This design comes from an exercise in tuning for small area and a short achievable clock period on the open sky130 flow, not from production work. Where RTL was checked, it was by simulation tests only, not by an equivalence proof against the original.

== P ==
==> flow/design.v (excerpt) <==
module frame_tx_top (
	input  logic        clk,
	input  logic        rst_n,
	input  logic        start,
	input  logic [47:0]   mac_dst_addr,
	input  logic [47:0]   mac_src_addr,
	input  logic [7:0]  ip_dsf,
	input  logic [15:0]       ip_id,
	input  logic [2:0]  ip_flags,
	input  logic [12:0] ip_frag_offset,
	input  logic [7:0]  ip_ttl,
	input  logic [31:0]    ip_src_addr,
	input  logic [31:0]    ip_dst_addr,
	input  logic [15:0]       tcp_src_port,
	input  logic [15:0]       tcp_dst_port,
	input  logic [31:0]    tcp_seq_num,
	input  logic [31:0]    tcp_ack_num,
	input  logic [5:0]  tcp_flags,
	input  logic [15:0]       tcp_window,
	input  logic [15:0]       tcp_urgent_ptr,
	input  logic [15:0]        payload_len,
	input  logic [15:0]       payload_sum,
	output logic [31:0]       data_out,
	output logic [1:0]         be_out,
	output logic        data_out_rdy,
	input  logic        data_out_rd,
	output logic        sop,
	output logic        eop,
	input  logic [31:0]       data_in,
	output logic        data_in_rd,
	output logic        busy
);
Size: roughly 1300 cells after synthesis, roughly 17000 um2 of cells after synthesis.
==> module frame_sequencer, before the edit <==
module frame_sequencer (
	input  logic        clk,
	input  logic        rst_n,
	input  logic        start,
	input  logic        data_out_rd,
	input  logic [10:0] ip_total,
	input  logic [8:0]  word_cnt,
	output logic        ctrl_load,
	output logic        ctrl_busy,
	output logic        ctrl_advance,
	output logic        ctrl_pop,
	output logic [12:0] hdr_sel,
	output logic        pay_phase,
	output logic        sop,
	output logic        eop,
	output logic        data_out_rdy,
	output logic [1:0]  be_out
);
	logic        state;
	logic [10:0] next_last_sum;
	logic        next_is_last;
	logic        tail_only;
	logic        last_r;
	logic        pop_ok;
	assign ctrl_load    = !state && start;
	assign ctrl_busy    = state;
	assign ctrl_advance = state && data_out_rd;
	assign next_last_sum = ip_total + 11'd9;
	assign next_is_last  = (pay_phase || hdr_sel[12]) && (word_cnt == next_last_sum[10:2]);
	assign tail_only = (ip_total[1] == ip_total[0]);
	assign ctrl_pop = data_out_rd && pop_ok;
	logic [6:0] hdr_cnt;
	always_ff @(posedge clk) begin
		if (ctrl_load) begin
			hdr_cnt   <= '0;
			pay_phase <= 1'b0;
		end else if (ctrl_advance && !pay_phase) begin
			hdr_cnt   <= {hdr_cnt[5:0], ~hdr_cnt[6]};
			pay_phase <= hdr_sel[12];
		end
	end
	always_comb begin
		hdr_sel[0] = !hdr_cnt[6] && !hdr_cnt[0];
		for (int k = 1; k < 7; k++)
			hdr_sel[k] = hdr_cnt[k-1] && !hdr_cnt[k];
		hdr_sel[7] = hdr_cnt[6] && hdr_cnt[0];
		for (int k = 1; k < 6; k++)
			hdr_sel[7+k] = !hdr_cnt[k-1] && hdr_cnt[k];
	end
	always_ff @(posedge clk or negedge rst_n) begin
		if (!rst_n) begin
			state  <= 1'b0;
			last_r <= 1'b0;
			pop_ok <= 1'b0;
		end else if (ctrl_load) begin
			state  <= 1'b1;
			last_r <= 1'b0;
			pop_ok <= 1'b0;
		end else if (ctrl_advance) begin
			state  <= !last_r;
			last_r <= next_is_last;
			pop_ok <= !last_r && (pay_phase | hdr_sel[12]) && !(next_is_last && tail_only);
		end
	end
	assign sop          = state && hdr_sel[0];
	assign eop          = last_r;
	assign be_out       = last_r ? {~ip_total[1], ip_total[0]} : 2'b00;
	assign data_out_rdy = state;
endmodule
clock: 10.0 ns
lec_check: 0
cap_margin: 20
core_margin: 2
core_utilization: 50
place_density: 0.7
slew_margin: 20
synth_hierarchical: 1
standard.sh (not shown) runs the stock make flow with config.mk's settings and CLKGATE_MAP_FILE= SYNTH_SCRIPT=/design/flow/synth_recipe.tcl, a recipe that flattens the netlist after the stock synthesis.
==> flow/flow/run.sh <==
#!/bin/bash
set -euo pipefail
export BUFFER_PORTS_ARGS="-buffer_cell sky130_fd_sc_hd__buf_1"
export SETUP_SLACK_MARGIN=5.5
export CTS_ARGS="-sink_clustering_enable -repair_clock_nets -buf_list sky130_fd_sc_hd__clkbuf_16 -sink_clustering_size 25 -sink_clustering_max_diameter 100"
bash standard.sh > standard_flow.log 2>&1
### P -> Q
diff --git a/flow/design.v b/flow/design.v
--- a/flow/design.v
+++ b/flow/design.v
@@ -29,28 +29,19 @@
 	assign ctrl_advance = state && data_out_rd;
 	assign next_last_sum = ip_total + 11'd9;
 	assign next_is_last  = (pay_phase || hdr_sel[12]) && (word_cnt == next_last_sum[10:2]);
 	assign tail_only = (ip_total[1] == ip_total[0]);
 	assign ctrl_pop = data_out_rd && pop_ok;
-	logic [6:0] hdr_cnt;
 	always_ff @(posedge clk) begin
 		if (ctrl_load) begin
-			hdr_cnt   <= '0;
+			hdr_sel   <= 13'd1;
 			pay_phase <= 1'b0;
-		end else if (ctrl_advance && !pay_phase) begin
-			hdr_cnt   <= {hdr_cnt[5:0], ~hdr_cnt[6]};
-			pay_phase <= hdr_sel[12];
+		end else if (ctrl_advance) begin
+			hdr_sel   <= {hdr_sel[11:0], 1'b0};
+			pay_phase <= pay_phase | hdr_sel[12];
 		end
 	end
-	always_comb begin
-		hdr_sel[0] = !hdr_cnt[6] && !hdr_cnt[0];
-		for (int k = 1; k < 7; k++)
-			hdr_sel[k] = hdr_cnt[k-1] && !hdr_cnt[k];
-		hdr_sel[7] = hdr_cnt[6] && hdr_cnt[0];
-		for (int k = 1; k < 6; k++)
-			hdr_sel[7+k] = !hdr_cnt[k-1] && hdr_cnt[k];
-	end
 	always_ff @(posedge clk or negedge rst_n) begin
 		if (!rst_n) begin
 			state  <= 1'b0;
 			last_r <= 1'b0;
 			pop_ok <= 1'b0;
Findings:
- P -> Q: synthesized-area fraction occupied by adder cells flat
- Lower final area goes to Q over P.
- P → Q: via count shows a reduction of 2.2%; sequential cell count climbed about 1.6%.
- Taking P as the reference, in Q routed metal-1 wirelength decreased 3.3%, minimum setup slack in the final design increased 0.12 ns.
For P, only the layout was checked, not whether the RTL still works.

========
== lane 5 ==
frame_tx_top, a different RTL version from the one above (not shown whole).
Size: roughly 410 flip-flops, about 0.019 mm² of cells after synthesis.
==> module header_builder, before the edit <==
module header_builder (
	input  logic        clk,
	input  logic        ctrl_load,
	input  logic        ctrl_advance,
	input  logic [12:0] hdr_sel,
	input  logic [47:0] mac_dst_addr,
	input  logic [47:0] mac_src_addr,
	input  logic [7:0]  ip_dsf,
	input  logic [15:0] ip_id,
	input  logic [2:0]  ip_flags,
	input  logic [12:0] ip_frag_offset,
	input  logic [7:0]  ip_ttl,
	input  logic [31:0] ip_src_addr,
	input  logic [31:0] ip_dst_addr,
	input  logic [15:0] tcp_src_port,
	input  logic [15:0] tcp_dst_port,
	input  logic [31:0] tcp_seq_num,
	input  logic [31:0] tcp_ack_num,
	input  logic [5:0]  tcp_flags,
	input  logic [15:0] tcp_window,
	input  logic [15:0] payload_len,
	input  logic [15:0] payload_sum,
	input  logic [15:0] carry,
	output logic [10:0] ip_total,
	output logic [15:0] hdr_hi,
	output logic [15:0] hdr_lo
);
	localparam logic [15:0] ETHERTYPE = 16'h0800;
	localparam logic [7:0]  IP_PROTO  = 8'd6;
	localparam logic [15:0] TCP_LEN_ADJ = 16'hFFFF - 16'(20 + 20)
		+ 16'(20) + 16'(8'd6);
	logic [47:0] mac_dst_r;
	logic [47:0] mac_src_r;
	logic [7:0]  ip_dsf_r;
	logic [15:0] ip_id_r;
	logic [2:0]  ip_flags_r;
	logic [12:0] ip_frag_r;
	logic [7:0]  ip_ttl_r;
	logic [31:0] ip_src_r;
	logic [31:0] ip_dst_r;
	logic [10:0] ip_total_r;
	logic [15:0] tcp_sport_r;
	logic [15:0] tcp_dport_r;
	logic [31:0] tcp_seq_r;
	logic [31:0] tcp_ack_r;
	logic [5:0]  tcp_flags_r;
	logic [15:0] tcp_window_r;
	logic [15:0] ip_acc;
	logic [15:0] tcp_acc;
	always_ff @(posedge clk) begin
		if (ctrl_load) begin
			mac_dst_r    <= mac_dst_addr;
			mac_src_r    <= mac_src_addr;
			ip_dsf_r     <= ip_dsf;
			ip_id_r      <= ip_id;
			ip_flags_r   <= ip_flags;
			ip_frag_r    <= ip_frag_offset;
			ip_ttl_r     <= ip_ttl;
			ip_src_r     <= ip_src_addr;
			ip_dst_r     <= ip_dst_addr;
			ip_total_r   <= 11'(payload_len + 16'(20 + 20));
			tcp_sport_r  <= tcp_src_port;
			tcp_dport_r  <= tcp_dst_port;
			tcp_seq_r    <= tcp_seq_num;
			tcp_ack_r    <= tcp_ack_num;
			tcp_flags_r  <= tcp_flags;
			tcp_window_r <= tcp_window;
		end
	end
	assign ip_total = ip_total_r;
	always_comb begin
		hdr_hi = ({16{hdr_sel[0]}}  & mac_dst_r[47:32])
		       | ({16{hdr_sel[1]}}  & mac_dst_r[15:0])
		       | ({16{hdr_sel[2]}}  & mac_src_r[31:16])
		       | ({16{hdr_sel[3]}}  & ETHERTYPE)
		       | ({16{hdr_sel[4]}}  & {5'd0, ip_total_r})
		       | ({16{hdr_sel[5]}}  & {ip_flags_r, ip_frag_r})
		       | ({16{hdr_sel[6]}}  & ~ip_acc)
		       | ({16{hdr_sel[7]}}  & ip_src_r[15:0])
		       | ({16{hdr_sel[8]}}  & ip_dst_r[15:0])
		       | ({16{hdr_sel[9]}}  & tcp_dport_r)
		       | ({16{hdr_sel[10]}} & tcp_seq_r[15:0])
		       | ({16{hdr_sel[11]}} & tcp_ack_r[15:0])
		       | ({16{hdr_sel[12]}} & tcp_window_r);
		hdr_lo = ({16{hdr_sel[0]}}  & mac_dst_r[31:16])
		       | ({16{hdr_sel[1]}}  & mac_src_r[47:32])
		       | ({16{hdr_sel[2]}}  & mac_src_r[15:0])
		       | ({16{hdr_sel[3]}}  & {8'h45, ip_dsf_r})
		       | ({16{hdr_sel[4]}}  & ip_id_r)
		       | ({16{hdr_sel[5]}}  & {ip_ttl_r, IP_PROTO})
		       | ({16{hdr_sel[6]}}  & ip_src_r[31:16])
		       | ({16{hdr_sel[7]}}  & ip_dst_r[31:16])
		       | ({16{hdr_sel[8]}}  & tcp_sport_r)
		       | ({16{hdr_sel[9]}}  & tcp_seq_r[31:16])
		       | ({16{hdr_sel[10]}} & tcp_ack_r[31:16])
		       | ({16{hdr_sel[11]}} & {4'd5, 6'd0, tcp_flags_r})
		       | ({16{hdr_sel[12]}} & ~tcp_acc);
	end
	function automatic logic [15:0] oc_add3(input logic [15:0] x, input logic [15:0] y,
	                                        input logic [15:0] z);
		logic [15:0] s, c, g, p, gg, pp, gn, pn, r;
		s = x ^ y ^ z;
		c = (x & y) | (x & z) | (y & z);
		c = {c[14:0], c[15]};
		g = s & c;
		p = s ^ c;
		gg = g;
		pp = p;
		for (int lv = 0; lv < 4; lv++) begin
			gn = gg;
			pn = pp;
			for (int i = 0; i < 16; i++) begin
				if (i >= (1 << lv)) begin
					gn[i] = gg[i] | (pp[i] & gg[i - (1 << lv)]);
					pn[i] = pp[i] & pp[i - (1 << lv)];
				end
			end
			gg = gn;
			pp = pn;
		end
		r[0] = p[0] ^ gg[15];
		for (int i = 1; i < 16; i++)
			r[i] = p[i] ^ (gg[i-1] | (pp[i-1] & gg[15]));
		oc_add3 = r;
	endfunction
	logic [15:0] ip_a, ip_b;
	logic [15:0] tcp_a, tcp_b;
	assign ip_a = ({16{hdr_sel[0]}} & ip_src_r[31:16])
	            | ({16{hdr_sel[1]}} & ip_dst_r[31:16])
	            | ({16{hdr_sel[4]}} & {5'd0, ip_total_r})
	            | ({16{hdr_sel[5]}} & {ip_flags_r, ip_frag_r});
	assign ip_b = ({16{hdr_sel[0]}} & ip_src_r[15:0])
	            | ({16{hdr_sel[1]}} & ip_dst_r[15:0])
	            | ({16{hdr_sel[3]}} & {8'h45, ip_dsf_r})
	            | ({16{hdr_sel[4]}} & ip_id_r)
	            | ({16{hdr_sel[5]}} & {ip_ttl_r, IP_PROTO});
	assign tcp_a = ({16{hdr_sel[0]}} & tcp_window_r)
	             | ({16{hdr_sel[4] | (|hdr_sel[11:7])}} & hdr_hi);
	assign tcp_b = ({16{hdr_sel[0]}} & carry)
	             | ({16{hdr_sel[4]}} & TCP_LEN_ADJ)
	             | ({16{|hdr_sel[11:6]}} & hdr_lo);
	always_ff @(posedge clk) begin
		if (ctrl_load) begin
			ip_acc  <= '0;
			tcp_acc <= payload_sum;
		end else if (ctrl_advance) begin
			ip_acc  <= oc_add3(ip_acc, ip_a, ip_b);
			tcp_acc <= oc_add3(tcp_acc, tcp_a, tcp_b);
		end
	end
endmodule
clock: 10.0 ns
lec_check: 0
cap_margin: 20
core_margin: 2
core_utilization: 50
place_density: 0.7
setup_slack_margin: 5
slew_margin: 20
==> flow/flow/run.sh <==
#!/bin/bash
# Standard layout (standard.sh), with the port buffers made from the smallest
# buffer cell and larger clock-tree leaf clusters.
set -euo pipefail
export BUFFER_PORTS_ARGS="-buffer_cell sky130_fd_sc_hd__buf_1"
export CTS_ARGS="-sink_clustering_enable -repair_clock_nets -buf_list sky130_fd_sc_hd__clkbuf_16 -sink_clustering_size 25 -sink_clustering_max_diameter 100"
bash standard.sh > standard_flow.log 2>&1
What lane 3 does differently from lane 5 at the input level:
--- a/flow/design.v
+++ b/flow/design.v
@@ -187,36 +187,40 @@
 		end
 		r[0] = p[0] ^ gg[15];
 		for (int i = 1; i < 16; i++)
 			r[i] = p[i] ^ (gg[i-1] | (pp[i-1] & gg[15]));
 		oc_add3 = r;
 	endfunction
-	logic [15:0] ip_a, ip_b;
-	logic [15:0] tcp_a, tcp_b;
-	assign ip_a = ({16{hdr_sel[0]}} & ip_src_r[31:16])
-	            | ({16{hdr_sel[1]}} & ip_dst_r[31:16])
-	            | ({16{hdr_sel[4]}} & {5'd0, ip_total_r})
-	            | ({16{hdr_sel[5]}} & {ip_flags_r, ip_frag_r});
-	assign ip_b = ({16{hdr_sel[0]}} & ip_src_r[15:0])
-	            | ({16{hdr_sel[1]}} & ip_dst_r[15:0])
-	            | ({16{hdr_sel[3]}} & {8'h45, ip_dsf_r})
-	            | ({16{hdr_sel[4]}} & ip_id_r)
-	            | ({16{hdr_sel[5]}} & {ip_ttl_r, IP_PROTO});
-	assign tcp_a = ({16{hdr_sel[0]}} & tcp_window_r)
-	             | ({16{hdr_sel[4] | (|hdr_sel[11:7])}} & hdr_hi);
-	assign tcp_b = ({16{hdr_sel[0]}} & carry)
-	             | ({16{hdr_sel[4]}} & TCP_LEN_ADJ)
-	             | ({16{|hdr_sel[11:6]}} & hdr_lo);
+	logic        ip_slot;
+	logic        tcp_slot;
+	logic [15:0] sum_acc, sum_a, sum_b, sum_r;
+	assign ip_slot  = hdr_sel[0] | hdr_sel[1] | hdr_sel[4] | hdr_sel[5];
+	assign tcp_slot = hdr_sel[2] | hdr_sel[3] | (|hdr_sel[11:6]);
+	assign sum_acc = ip_slot ? ip_acc : tcp_acc;
+	assign sum_a = ({16{hdr_sel[0]}} & ip_src_r[31:16])
+	             | ({16{hdr_sel[1]}} & ip_dst_r[31:16])
+	             | ({16{hdr_sel[2]}} & tcp_window_r)
+	             | ({16{hdr_sel[3]}} & {5'd0, ip_total_r})
+	             | ({16{hdr_sel[4] | hdr_sel[5] | (|hdr_sel[11:7])}} & hdr_hi);
+	assign sum_b = ({16{hdr_sel[0]}} & ip_src_r[15:0])
+	             | ({16{hdr_sel[1]}} & ip_dst_r[15:0])
+	             | ({16{hdr_sel[2]}} & carry)
+	             | ({16{hdr_sel[3]}} & TCP_LEN_ADJ)
+	             | ({16{hdr_sel[4] | hdr_sel[5] | (|hdr_sel[11:6])}} & hdr_lo);
+	assign sum_r = oc_add3(sum_acc, sum_a, sum_b);
 	always_ff @(posedge clk) begin
-		if (ctrl_load) begin
-			ip_acc  <= '0;
+		if (ctrl_load)
+			ip_acc <= {8'h45, ip_dsf};
+		else if (ctrl_advance && ip_slot)
+			ip_acc <= sum_r;
+	end
+	always_ff @(posedge clk) begin
+		if (ctrl_load)
 			tcp_acc <= payload_sum;
-		end else if (ctrl_advance) begin
-			ip_acc  <= oc_add3(ip_acc, ip_a, ip_b);
-			tcp_acc <= oc_add3(tcp_acc, tcp_a, tcp_b);
-		end
+		else if (ctrl_advance && tcp_slot)
+			tcp_acc <= sum_r;
 	end
 endmodule
 `default_nettype wire
 `timescale 1ns/1ps
 `default_nettype none
 module payload_aligner (
### Flow results
From lane 3 to lane 5, count of cell instances traversed by the critical path did not move at all.
Measured against each other, lane 5 and lane 3 differ in routed wire length per instance, the lower figure coming from lane 5.
Taking lane 5 as the reference, in lane 3 area growth from synthesis to layout comparable, final instance count without filler cells fell by 133, final non-filler cell area shrank by 720 µm², non-clock buffer count now sits lower.
Routed wire length on met3 for lane 3: 15% up relative to lane 5
Fraction of the cycle the final worst path needs ended up 0.27 points lower on lane 3 than on lane 5.
Going from lane 5 to lane 3, via count now smaller; critical path data required time shows an increase of 0.06 ns.

## separate check: timing with driven ports
How much do the figures lean on ideal ports? The routed layouts below were timed once more, with nothing changed but the port constraints. Step 1 assumes that a clkbuf_16 drives the clock port and a buf_2 every other input. Step 2 times the ports against the registers' clock, not the clock port: input delays grow and output delays shrink by t, the midpoint of the rising clock arrivals with the driver on. Slacks: no drivers / after step 1 / after step 2; pairs: no drivers / after step 1.
| run | t (ns) | setup WS [ns] | latest minus earliest clock arrival (ns) | slew at the worst register clock pin (ns) | worst slew at a driven data input, ns |
|---|---|---|---|---|---|
| P | 0.593 | 5.449 / 5.393 / 5.486 | 0.020 / 0.021 | 0.11 / 0.11 | 0.09 |
| Q | 0.587 | 5.570 / 5.517 / 5.366 | 0.019 / 0.019 | 0.11 / 0.11 | 0.10 |
| lane 5 | 0.599 | 5.141 / 5.141 / 5.141 | 0.036 / 0.035 | 0.11 / 0.11 | 0.09 |
| lane 3 | 0.603 | 5.168 / 5.168 / 4.831 | 0.020 / 0.019 | 0.10 / 0.10 | 0.15 |
After both steps every run listed still meets setup and hold. The setup slack of lane 3, which loses most, moves by 0.000 ns with the drivers and by -0.337 ns with both steps.
